Context: an optimization exercise on an open-source flow, tuned for small area, a short achievable clock period and few clock cycles. The choices shown serve that exercise and are no tape-out recipe.
Only the layout flow was run in this run; the RTL was not checked for function there.
Power figures rest on the tool's default switching activity, not on a simulated workload.

===== flow/flow/run.sh =====
#!/bin/bash
# The standard layout, with plain buffers (instead of the default delay
# buffers) on the ports. Each tool's output goes to a log in this folder.
set -euo pipefail
export BUFFER_PORTS_ARGS="-buffer_cell sky130_fd_sc_hd__buf_1"
bash standard.sh finish > make_finish.log 2>&1

===== flow/standard.sh =====
#!/bin/bash
# synth_recipe.tcl (not shown) runs the flow's synth.tcl, then flattens the netlist and writes it again
# the make line also repeats each setting of config.mk as NAME=value (left out here)
make -C /OpenROAD-flow-scripts/flow DESIGN_CONFIG=/design/flow/config.mk WORK_HOME=/design/flow/orfs CLKGATE_MAP_FILE= SYNTH_SCRIPT=/design/flow/synth_recipe.tcl "${@:-finish}"

===== flow/config.mk =====
export PLATFORM = sky130hd
export DESIGN_NAME = bmp24_stream_writer
export DESIGN_NICKNAME = bmp24_stream_writer
export VERILOG_FILES = /design/flow/design.v
export SDC_FILE = /design/flow/constraint.sdc
export NUM_CORES = 4
export LEC_CHECK = 0
export CAP_MARGIN = 20
export CORE_MARGIN = 2
export CORE_UTILIZATION = 55
export CTS_BUF_LIST = sky130_fd_sc_hd__clkbuf_4 sky130_fd_sc_hd__clkbuf_8
export CTS_CLUSTER_DIAMETER = 100
export CTS_CLUSTER_SIZE = 40
export SETUP_SLACK_MARGIN = 4.75
export SLEW_MARGIN = 20

===== flow/constraint.sdc =====
create_clock -name core_clock -period 7.5 [get_ports {clk}]
set_input_delay 1.5000 -clock core_clock [delete_from_list [all_inputs] [get_ports {clk}]]
set_output_delay 1.5000 -clock core_clock [all_outputs]
set_load 0.01 [all_outputs]

===== flow/design.v =====
`default_nettype none
package bsw_pkg;
  localparam int CFG_W     = 15;   
  localparam int CFG_IDX_W = 1;    
  localparam int COLOUR_W  = 17;   
  localparam int BYTE_W    = 8;
  localparam int PIXEL_W     = 3 * COLOUR_W;
  localparam int FILE_WORD_W = BYTE_W + 2;
  localparam int MAX_DIMENSION_DEFAULT = 16384;
endpackage
`default_nettype wire
`default_nettype none
module bmp24_stream_writer #(
  parameter int MAX_DIMENSION = bsw_pkg::MAX_DIMENSION_DEFAULT
) (
  input  wire logic                          clk,
  input  wire logic                          rst,
  input  wire logic                          cfg_write,
  input  wire logic [bsw_pkg::CFG_IDX_W-1:0] cfg_index,
  input  wire logic [bsw_pkg::CFG_W-1:0]     cfg_data,
  input  wire logic                          pixel_valid,
  output logic                               pixel_stall,
  input  wire logic [bsw_pkg::PIXEL_W-1:0]   pixel,
  output logic                               file_valid,
  input  wire logic                          file_stall,
  output logic [bsw_pkg::FILE_WORD_W-1:0]    file_word
);
  function automatic logic [14:0] clamp_dim(input logic [14:0] v);
    if (v[14] && (v[13:0] != '0)) clamp_dim = 15'h4000;
    else if (v == '0)             clamp_dim = 15'd1;
    else                          clamp_dim = v;
  endfunction
  function automatic logic [5:0] inc6(input logic [5:0] x);
    for (int i = 0; i < 6; i++) inc6[i] = x[i] ^ (&(x | ~((6'd1 << i) - 6'd1)));
  endfunction
  function automatic logic [8:0] to_ad(input logic [16:0] v);
    logic [7:0] a;
    logic [7:0] b;
    logic       ge;
    a   = v[15:8];
    b   = v[7:0];
    ge  = (a >= b);
    to_ad = {a | {8{v[16]}}, ge && (a != 8'd0) && !v[16]};
  endfunction
  function automatic logic [7:0] ad_byte(input logic [8:0] ad);
    for (int i = 0; i < 8; i++)
      ad_byte[i] = ad[i+1] ^ (ad[0] && ((ad[8:1] & ((8'd1 << i) - 8'd1)) == 8'd0));
  endfunction
  logic [14:0] w_q;
  logic [14:0] h_q;
  logic [14:0] cfg_clamped;
  assign cfg_clamped = clamp_dim(cfg_data);
  always_ff @(posedge clk) begin
    if (rst) begin
      w_q <= 15'd1;
      h_q <= 15'd1;
    end else if (cfg_write) begin
      if (cfg_index) h_q <= cfg_clamped;
      else           w_q <= cfg_clamped;
    end
  end
  logic [14:0] x;
  logic [15:0] y;
  logic        mborrow;
  logic [3:0]  mcnt;
  logic        rbit;
  logic        rborrow;
  logic [15:0] msum;
  logic        mdone;
  logic        madd;
  logic [14:0] wsel;
  logic        mstart;
  logic        mpend;      
  logic        hdr;        
  logic [15:0] add_a;
  logic [15:0] add_b;
  logic        w_one;
  logic        h_one;
  logic        c_init;
  logic        c_col;
  logic        c_row;
  logic        col_last;
  logic        row_last;
  logic        clq;        
  logic        accept;
  logic        size_out;   
  logic [5:0] pos;
  logic       hv;          
  logic       heoi;        
  logic       emit;
  assign rborrow = (~y[0] & y[2]) | (~(y[0] ^ y[2]) & mborrow);
  assign rbit    = y[1] ^ y[3] ^ rborrow;
  assign add_a   = c_row ? y : {1'b0, x};
  assign add_b   = mdone ? 16'hFFFF : {1'b0, h_q & {15{madd}}};
  assign msum    = add_a + add_b;
  assign w_one    = (w_q == 15'd1);
  assign h_one    = (h_q == 15'd1);
  assign col_last = hdr ? w_one : (x == 15'd1);
  assign row_last = hdr ? h_one : (y == 16'd1);
  assign mstart   = mpend;
  assign wsel     = w_q;
  assign size_out = emit && (pos == 6'd5) && !heoi;
  always_ff @(posedge clk) begin
    if (rst) begin
      x       <= 15'd0;
      y       <= {14'd14, 2'b00};
      mborrow <= 1'b0;
      mcnt    <= 4'd0;
      mdone   <= 1'b1;
      madd    <= 1'b0;
    end else if (mstart) begin
      x       <= 15'd13;
      y       <= {1'b0, wsel};
      mborrow <= 1'b0;
      mcnt    <= 4'd14;
      mdone   <= 1'b0;
      madd    <= wsel[0] ^ wsel[2];
    end else if (!mdone) begin
      x       <= msum[15:1];
      y       <= {msum[0], y[15:1]};
      mborrow <= rborrow;
      mcnt    <= mcnt - 4'd1;
      mdone   <= (mcnt == 4'd1);
      madd    <= rbit;
    end else if (c_init) begin
      x       <= w_q;
      y       <= {1'b0, h_q};
    end else if (c_col) begin
      x       <= clq ? w_q : msum[14:0];
    end else if (c_row) begin
      y       <= msum;
    end
  end
  always_ff @(posedge clk) begin
    if (rst) begin
      c_init <= 1'b0;
      c_col  <= 1'b0;
      c_row  <= 1'b0;
      mpend  <= 1'b0;
      hdr    <= 1'b1;
    end else begin
      c_init <= size_out;
      c_col  <= c_init || (accept && !hdr && !(col_last && row_last));
      c_row  <= c_col && clq;
      mpend  <= cfg_write || (accept && col_last && row_last);
      if (accept) hdr <= col_last && row_last;
    end
    if (accept) clq <= col_last;
  end
  logic [8:0] hb;
  logic [8:0] hg;
  logic [8:0] hr0;
  logic [8:0] hr1;
  logic       rsel;        
  logic [1:0] hpad;
  logic       nv;          
  logic [1:0] npad;
  logic       neoi;
  logic       nhdr;
  logic       pstall;
  logic       ending;
  logic       free;
  logic       take_cur;
  logic       take_next;
  logic       switch_next;
  logic [1:0] tpad;
  logic       teoi;
  logic       hv_n;
  logic       nv_n;
  logic [5:0] pos_n;
  logic [8:0] psel;
  logic [7:0] pbyte;
  logic       adv;
  logic       is_last;
  logic [7:0] nbyte;
  logic       ov;
  logic [7:0] od;
  logic       ol;
  logic       oe;
  assign accept      = pixel_valid && !pstall;
  assign adv         = !ov || !file_stall;
  assign emit        = hv && adv && (mdone || pos != 6'd2);
  assign is_last     = (pos[5:2] == 4'b1110) && (pos[1:0] == hpad);
  assign ending      = emit && is_last;
  assign free        = !hv || ending;
  assign take_cur    = accept && free;
  assign take_next   = accept && !free;
  assign switch_next = ending && nv;
  assign tpad        = col_last ? w_q[1:0] : 2'd0;
  assign teoi        = col_last && row_last;
  assign psel    = pos[1] ? (pos[0] ? hg : hb) : (rsel ? hr1 : hr0);
  assign pbyte   = ad_byte(psel);
  always_comb begin
    unique case (pos)
      6'd0:  nbyte = 8'h42;
      6'd1:  nbyte = 8'h4D;
      6'd2:  nbyte = heoi ? 8'h3A : {y[7:2], 2'b10};
      6'd3:  nbyte = heoi ? 8'h00 : y[15:8];
      6'd4:  nbyte = heoi ? 8'h00 : x[7:0];
      6'd5:  nbyte = heoi ? 8'h00 : {1'b0, x[14:8]};
      6'd10: nbyte = 8'd54;
      6'd14: nbyte = 8'd40;
      6'd18: nbyte = heoi ? 8'h01 : w_q[7:0];
      6'd19: nbyte = heoi ? 8'h00 : {1'b0, w_q[14:8]};
      6'd22: nbyte = heoi ? 8'h01 : h_q[7:0];
      6'd23: nbyte = heoi ? 8'h00 : {1'b0, h_q[14:8]};
      6'd26: nbyte = 8'd1;
      6'd28: nbyte = 8'd24;
      6'd54: nbyte = pbyte;
      6'd55: nbyte = pbyte;
      6'd56: nbyte = pbyte;
      default: nbyte = 8'h00;
    endcase
  end
  always_comb begin
    hv_n  = hv;
    nv_n  = nv;
    pos_n = pos;
    if (emit) pos_n = inc6(pos);
    if (ending) hv_n = 1'b0;
    if (take_cur) begin
      hv_n  = 1'b1;
      pos_n = hdr ? 6'd0 : 6'd54;
    end else if (switch_next) begin
      hv_n  = 1'b1;
      nv_n  = 1'b0;
      pos_n = nhdr ? 6'd0 : 6'd54;
    end
    if (take_next) nv_n = 1'b1;
  end
  always_ff @(posedge clk) begin
    if (rst) begin
      hv     <= 1'b0;
      nv     <= 1'b0;
      ov     <= 1'b0;
      pstall <= 1'b0;
    end else begin
      hv     <= hv_n;
      nv     <= nv_n;
      pstall <= nv_n || (hv_n && (pos_n[5:3] != 3'b111));
      if (emit)     ov <= 1'b1;
      else if (adv) ov <= 1'b0;
    end
  end
  always_ff @(posedge clk) begin
    pos <= pos_n;
    if (accept) begin
      hb <= to_ad(pixel[16:0]);
      hg <= to_ad(pixel[33:17]);
    end
    if (accept && rsel)  hr0 <= to_ad(pixel[50:34]);
    if (accept && !rsel) hr1 <= to_ad(pixel[50:34]);
    if (take_cur || switch_next) rsel <= !rsel;
    if (take_cur) begin
      hpad <= tpad;
      heoi <= teoi;
    end else if (switch_next) begin
      hpad <= npad;
      heoi <= neoi;
    end
    if (take_next) begin
      npad <= tpad;
      neoi <= teoi;
      nhdr <= hdr;
    end
  end
  always_ff @(posedge clk) begin
    if (emit) begin
      od <= nbyte;
      ol <= is_last;
      oe <= is_last && heoi;
    end
  end
  assign pixel_stall = pstall;
  assign file_valid  = ov;
  assign file_word   = {od, ol, oe};
endmodule
`default_nettype wire

==> results.txt <==
- Entering global routing, the biggest net connects 45 pins.
- The wire length per cell is 21.0 um.
- Setup repair after global routing could not meet its margin everywhere.
- After routing, the total negative slack on setup checks comes to 0 ns.
- Yosys mapped a number of flops with a built-in enable equal to 58.
- The weighted congestion reported at the end of routability-driven placement is 1.03.
- The synthesized area per cell is 8.40 sq um.
- The run finished with no timing, DRC or antenna violations.
- The hold violation count in the final report was 0.
- The slew at the pin closest to its max-slew limit is 0.931 ns.
- The number of clock buffers added by TritonCTS is 17.
- For this design the top-level I/O count stands at 84.
- The area added between synthesis and finish is 18.0%.
- The count of buffers added on input and output ports is 83.
- STA classifies the critical path startpoint as a flop.
- The remaining global-route overflow is 0.
- The clock skew is 0.0167 ns.
- The clock drives 138 sinks.
- The share of synthesized registers carrying an async set or reset is 0%.
- In the routed layout, each cell is associated on average with a via count of 6.35.
- The number of warnings printed during yosys synthesis is 1.
- Overall power consumption after layout is estimated at 2.39 mW.
- The startpoint of the most critical hold path is mborrow$_SDFFE_PP0N_.
- The leakage power total is 3.96 nW.
- The remaining antenna violation count is 0.
- The overall via count from detail_route is 8766.
- The via count of the first global-routing pass is 7975.
- For the worst setup path, the data arrival time is 3.18 ns.
- The worst register-to-register path begins at c_row$_SDFF_PP0_.
- The diode insertion count for antenna repair is 0.
- Final hold analysis gives a worst-case slack of 0.494 ns.
- The cell taking the most area after synthesis is sky130_fd_sc_hd__edfxtp_1.
- The areal power density over the cells is 223 nW/um^2.
- The initial antenna violation count is 0.
- In this run the clock root is driven by a sky130_fd_sc_hd__clkbuf_8.
- The global-route wire length before repair is 44200 um.
- The largest buffer count on any clock path is 2.
- The number of placement rows is 46.
- The total number of H-tree levels is 4.
- The HPWL after detailed placement is 19300 um.
- The die covers 17500 sq um.
- The chip height is 132 um.
- The final critical path takes up 37.0% of the cycle.
- Clock-pin slew was measured on the worst setup and hold paths at 0.09 ns.
- The clock period minus final worst setup slack is 2.77 ns.
- Of the post-synthesis cell area, the dominant cell type holds 19.2%.
- The fraction of the yosys area taken by sequential cells is 36.9%.
- The clock latency of the later-clocked register in the worst-skew pair is 0.47 ns.
- In this run, distinct cell masters in the synthesized netlist total 76.
- The tool flagged a number of max-cap violations equal to 0.
- The type of destination of the critical path is a flop.
- Among all flip-flop cells after synthesis, the most frequent one is sky130_fd_sc_hd__dfxtp_1.
- The gate count of the mapped netlist is 1080.
- The net count of the finished layout is 1274.
- The number of DRC violations after detailed-routing iteration 0 is 1121.
- The maximum operating frequency is 0.360 GHz.
- The effective utilization at floorplan is 56.7%.
- The count of pins over their slew limit is 0.
- The post-synthesis instance area is 9070 sq um.
- Global routing used 32.6% of the available tracks across all layers.
- The core occupancy in the finished layout is 66.9%.
- The DRC violation count after routing is 0.
- The CTS tree is yes.
- The pre-antenna-repair detailed-routing pass consisted of 5 iterations.
- The horizontal extent of the die is 132 um.
- By area the synthesized netlist is led by sky130_fd_sc_hd__edfxtp_1, sky130_fd_sc_hd__dfxtp_1, sky130_fd_sc_hd__ha_1, sky130_fd_sc_hd__nand2_1, sky130_fd_sc_hd__a21oi_1.
- The required arrival time at the worst endpoint is 7.91 ns.
- The worst pin sits at a relative slew slack of 37.6%.
- The overall routed net length is 29000 um.
- The startpoint of the most critical setup path is c_row$_SDFF_PP0_.
- Of the cells placed in the final design, the portion with a size suffix greater than 1 is 18.3%.
- The net count after synthesis is 1202.
- The start-to-end type of the worst setup path is flop to flop.
- VDD sags by at most 0.283 mV.
- The layout has 1413 filler cells.
- Along the worst path, the maximum fanout reaches 5.
- The flip-flop and latch count after synthesis is 138.
- The worst hold-check path type is flop to flop.
- The final setup violation count is 0.
- The core region is 16000 sq um.
[cell type report]
| class | count | area, sq um | share of cell area [%] |
|---|---|---|---|
| sequential | 138 | 3360 | 31.4 |
| tap | 216 | 270 | 2.53 |
| clock inverter | 14 | 153 | 1.43 |
| multi-input combinational | 826 | 5720 | 53.4 |
| inverter | 47 | 248 | 2.32 |
| timing repair inverter | 1 | 11.3 | 0.105 |
| timing repair buffer | 121 | 703 | 6.57 |
| clock buffer | 18 | 241 | 2.26 |
[synth_stat cells (all sizes together), types with 6 or more instances]
cell type / instances
o21ai: 42
clkbuf: 54
nor2: 78
or2: 29
o22ai: 7
nor4: 22
and3: 9
a21o: 15
a21oi: 95
o211ai: 18
o221ai: 8
mux2i: 17
nand2b: 13
nand2: 163
edfxtp: 58
dfxtp: 80
a31oi: 9
ha: 49
nor3: 20
xnor2: 13
nand4: 7
nand3: 16
mux2: 22
nand3b: 8
xor2: 12
and2: 11
buf: 15
a211oi: 24
nor2b: 27
inv: 46
a22oi: 16
or3: 6
[kinds of logic after synthesis]
kind of cell	count (synthesis)	synth area share, %
xor gates and xnor gates	25	2.41
adders and majority gates	50	6.98
AOI/OAI and AO/OA	285	20.7
DFF	138	36.9
buffers and inverters	116	5.08
muxes	39	4.61
and+or+nand+nor	427	23.4
[metrics by stage]
| step | std cells | cell area (sq um) | setup slack, ns |
|---|---|---|---|
| finish | 1381 | 10700 | 4.73 |
| global route | 1381 | 10700 | 4.62 |
| CTS | 1367 | 10400 | 4.74 |
| detailed placement | 1315 | 9540 | 3.59 |
| global placement | 1315 | 9540 | 3.68 |
| floorplan | 1080 | 9230 | 4.66 |
[sequential cells by signal, indices dropped and copies added, names as in the netlist, 6 cells and up]
signal,count
od,8
hr1,9
w_q,15
x,15
y,16
hb,9
h_q,15
hr0,9
hg,9
pos,6
[routing by layer]
metal	global-route usage, %	wire length [um]	vias up
met5	0	0	-
met4	9.74	1010	0
met3	10.9	3590	90
met2	44.6	11600	536
met1	48.5	12800	4074
li1	-	-	4066
[cells in the final DEF, fill, tap and decap left out, types with 30 or more instances in the layout]
cell,count
sky130_fd_sc_hd__nand2_1,160
sky130_fd_sc_hd__inv_1,39
sky130_fd_sc_hd__edfxtp_1,58
sky130_fd_sc_hd__a21oi_1,90
sky130_fd_sc_hd__o21ai_0,33
sky130_fd_sc_hd__dfxtp_1,75
sky130_fd_sc_hd__buf_4,30
sky130_fd_sc_hd__nor2_1,75
sky130_fd_sc_hd__buf_1,79
sky130_fd_sc_hd__ha_1,31
[worst max-delay path: stages, from the launching register on]
cell and delay (ns):
sky130_fd_sc_hd__dfxtp_4 0.45, sky130_fd_sc_hd__mux2_4 0.33, sky130_fd_sc_hd__ha_4 0.17, sky130_fd_sc_hd__inv_2 0.05, sky130_fd_sc_hd__fa_2 0.25, sky130_fd_sc_hd__nor2b_4 0.06
sky130_fd_sc_hd__o2111ai_2 0.20, sky130_fd_sc_hd__nand3b_1 0.13, sky130_fd_sc_hd__buf_6 0.16, sky130_fd_sc_hd__a41o_1 0.23, sky130_fd_sc_hd__a2111oi_4 0.39, sky130_fd_sc_hd__o221ai_1 0.16
sky130_fd_sc_hd__nor2b_1 0.15
[final timing paths]
check / cells past startpoint / end / slack, ns
worst max register to register: 12 / x[13]$_SDFFE_PP0P_ / 4.73
worst max-delay path: 12 / x[13]$_SDFFE_PP0P_ / 4.73
worst min-delay path: 2 / mborrow$_SDFFE_PP0N_ / 0.49
worst min register to register: 2 / mborrow$_SDFFE_PP0N_ / 0.49
[where the power goes]
part / switching, mW / internal (mW) / leakage [nW] / total (mW)
Clock: 0.344 / 0.281 / 0.202 / 0.625
Combinational: 0.460 / 0.351 / 2.57 / 0.811
Sequential: 0.102 / 0.852 / 1.19 / 0.953
[timing repair]
action | in CTS | in global routing
gates cloned | 2 | 1
pin swaps | 8 | 28
setup buffers | 18 | 13
resized for setup | 42 | 52
endpoints found under the setup margin | 74 | 38
hold buffers | 0 | 0

[separate check: timing with driven ports]
In the flow no input, the clock included, has a driving cell. The finished layout below was timed again as built, in two steps.
Step 1 sets driving cells, clkbuf_16 on the clock port and buf_2 on the other inputs (assumed; they add their load-dependent delay and slew).
Step 2 also shifts input and output timing later by t, the mid clock arrival at the registers, as if the neighbouring blocks saw the same clock.
Three values: ideal, step 1, step 2; two values: the first two.
shift t [ns]: 0.504
setup slack, ns: 4.725 / 4.725 / 4.346
worst hold slack (ns): 0.494 / 0.494 / 0.494
After both steps setup and hold are still met in this run. The setup slack of this run moves by 0.000 ns with the drivers and by -0.379 ns with both steps.
